What follows belongs to an exercise in optimizing a design on an open flow for small area and few clock cycles per item; a production flow would make more cautious choices. RTL that was checked went through simulation tests only; none was proved equivalent to the original. No activity file was given, so power comes from the tool's default toggle rates.

// multi_slot_stopwatch
module multi_slot_stopwatch (
	input  wire                 clk,
	input  wire                 arst_n,
	input  wire                 cmd_valid,
	output logic                cmd_stall,
	input  wire  [7:0]          cmd,
	output logic                rsp_valid,
	input  wire                 rsp_stall,
	output logic [70:0]         rsp
);
clock: 8.5 ns
lec_check: 0
cap_margin: 20
core_margin: 2
core_utilization: 40
cts_cluster_diameter: 100
cts_cluster_size: 30
slew_margin: 20
run.sh (not shown) runs the stock make flow with config.mk's settings and CLKGATE_MAP_FILE= SYNTH_SCRIPT=/design/flow/synth_recipe.tcl, a recipe that flattens the netlist after the stock synthesis.
The first run finished clean.
Rerun with:
--- a/flow/design.v
+++ b/flow/design.v
@@ -30,20 +30,40 @@
 	wire  take = cmd_valid && !hold;
 	assign cmd_stall = hold;
 	assign rsp_valid = vld_q;
 	always_ff @(posedge clk or negedge arst_n) begin
 		if (!arst_n) begin
 			vld_q <= 1'b0;
 		end else if (!hold) begin
 			vld_q <= cmd_valid;
 		end
 	end
+	function automatic logic [10:0] radd11(input logic [10:0] a, input logic [10:0] b);
+		logic c;
+		begin
+			c = 1'b0;
+			for (int i = 0; i < 11; i++) begin
+				radd11[i] = a[i] ^ b[i] ^ c;
+				c = (a[i] & b[i]) | (c & (a[i] ^ b[i]));
+			end
+		end
+	endfunction
+	function automatic logic [10:0] rinc11(input logic [10:0] a);
+		logic c;
+		begin
+			c = 1'b1;
+			for (int i = 0; i < 11; i++) begin
+				rinc11[i] = a[i] ^ c;
+				c = a[i] & c;
+			end
+		end
+	endfunction
 	logic [9:0]  e_ms;
 	logic [5:0]  e_s, e_m;
 	logic [10:0] e_h;
 	logic        running;
 	logic [15:0] busy;
 	logic [9:0]  st_ms [16];
 	logic [5:0]  st_s  [16];
 	logic [5:0]  st_m  [16];
 	logic [10:0] st_h  [16];
 	logic [15:0] free_oh;
@@ -86,32 +106,32 @@
 		end else if (take) begin
 			case (op)
 				OP_TICK: begin
 					if (running) begin
 						if (e_max) begin
 							e_ms <= '0;
 							e_s  <= '0;
 							e_m  <= '0;
 							e_h  <= '0;
 						end else if (e_ms != 10'd999) begin
-							e_ms <= e_ms + 10'd1;
+							e_ms <= 10'(rinc11(11'(e_ms)));
 						end else begin
 							e_ms <= '0;
 							if (e_s != 6'd59) begin
-								e_s <= e_s + 6'd1;
+								e_s <= 6'(rinc11(11'(e_s)));
 							end else begin
 								e_s <= '0;
 								if (e_m != 6'd59) begin
-									e_m <= e_m + 6'd1;
+									e_m <= 6'(rinc11(11'(e_m)));
 								end else begin
 									e_m <= '0;
-									e_h <= e_h + 11'd1;
+									e_h <= rinc11(e_h);
 								end
 							end
 						end
 					end
 				end
 				OP_START, OP_STOP: begin
 					e_ms    <= '0;
 					e_s     <= '0;
 					e_m     <= '0;
 					e_h     <= '0;
@@ -227,24 +247,24 @@
 	wire [5:0]  f_m  = r_dif[21:16];
 	wire [10:0] f_h  = r_dif[32:22];
 	wire        c0   = r_wrap && (r_b_ms ? (f_ms >= 10'd728) : (f_ms >= 10'd704));
 	wire        c1   = r_wrap && (r_b_s ? (f_s >= 6'd17) || (c0 && (f_s == 6'd16))
 	                                    : (f_s >= 6'd13) || (c0 && (f_s == 6'd12)));
 	wire        c2   = r_wrap && (r_b_m ? (f_m >= 6'd62) || (c1 && (f_m == 6'd61))
 	                                    : (f_m >= 6'd58) || (c1 && (f_m == 6'd57)));
 	wire [9:0]  k_ms = (r_b_ms ? 10'd1000 : 10'd0) + (!r_wrap ? 10'd0 : c0 ? 10'd320 : 10'd296);
 	wire [5:0]  k_s  = (r_b_s ? 6'd60 : 6'd0) + (!r_wrap ? 6'd0 : c1 ? 6'd51 : 6'd47) + 6'(c0);
 	wire [5:0]  k_m  = (r_b_m ? 6'd60 : 6'd0) + (!r_wrap ? 6'd0 : c2 ? 6'd6 : 6'd2) + 6'(c1);
-	wire [9:0]  o_ms = f_ms + k_ms;
-	wire [5:0]  o_s  = f_s + k_s;
-	wire [5:0]  o_m  = f_m + k_m;
-	wire [10:0] o_h  = f_h + (!r_wrap ? 11'd0 : c2 ? 11'd1194 : 11'd1193);
+	wire [9:0]  o_ms = 10'(radd11(11'(f_ms), 11'(k_ms)));
+	wire [5:0]  o_s  = 6'(radd11(11'(f_s), 11'(k_s)));
+	wire [5:0]  o_m  = 6'(radd11(11'(f_m), 11'(k_m)));
+	wire [10:0] o_h  = radd11(f_h, !r_wrap ? 11'd0 : c2 ? 11'd1194 : 11'd1193);
 	wire [3:0]  k_sel = {r_wrap, r_b_m, r_b_s, r_b_ms};
 	wire [31:0] k_c   = '0
 			| ({32{k_sel == 4'd0}} & 32'd3077644864)
 			| ({32{k_sel == 4'd1}} & 32'd3077644840)
 			| ({32{k_sel == 4'd2}} & 32'd3077640864)
 			| ({32{k_sel == 4'd3}} & 32'd3077640840)
 			| ({32{k_sel == 4'd4}} & 32'd3077404864)
 			| ({32{k_sel == 4'd5}} & 32'd3077404840)
 			| ({32{k_sel == 4'd6}} & 32'd3077400864)
 			| ({32{k_sel == 4'd7}} & 32'd3077400840)
Effect: The changed run completed with no timing, DRC or antenna violations. Synthesized cell count is lower by 0.65%. Total power is higher by 1.4%. Final cell count is lower by 0.55%. Routed wire length is lower by 1.4%. Setup slack gains 210 ps. Clock-buffer cell count is lower by 3. Non-clock buffer count is lower by 10.
Testbench counts after the change, summed over its fixed seeds: cycles 24,016, items 24,000.
No functional check of the RTL was part of the first run of this note.

-- separate check: timing with driven ports --
The flow's constraints put no driver on any port. The routed layouts listed below were extracted and timed again, unchanged, in two steps. Step 1, drivers: a clkbuf_16 drives clk and a buf_2 each remaining input, both assumed. Step 2 also shifts input and output timing later by t, the mid clock arrival at the registers, as if the neighbouring blocks saw the same clock. Three values: ideal ports, drivers, drivers and shift; two values: the first two.
| run | t, ns | setup WS [ns] | worst setup path at the end | worst slew at a driven data input, ns | pins driven straight from the clock port |
|---|---|---|---|---|---|
| the first run | 0.653 | 0.263 / 0.199 / 0.211 | input to register | 0.04 | 1 |
| the second run | 0.659 | 0.474 / 0.412 / 0.205 | input to register | 0.05 | 1 |
After both steps setup and hold are still met in every run listed. The setup slack of the second run, which loses most, moves by -0.062 ns with the drivers and by -0.269 ns with both steps.
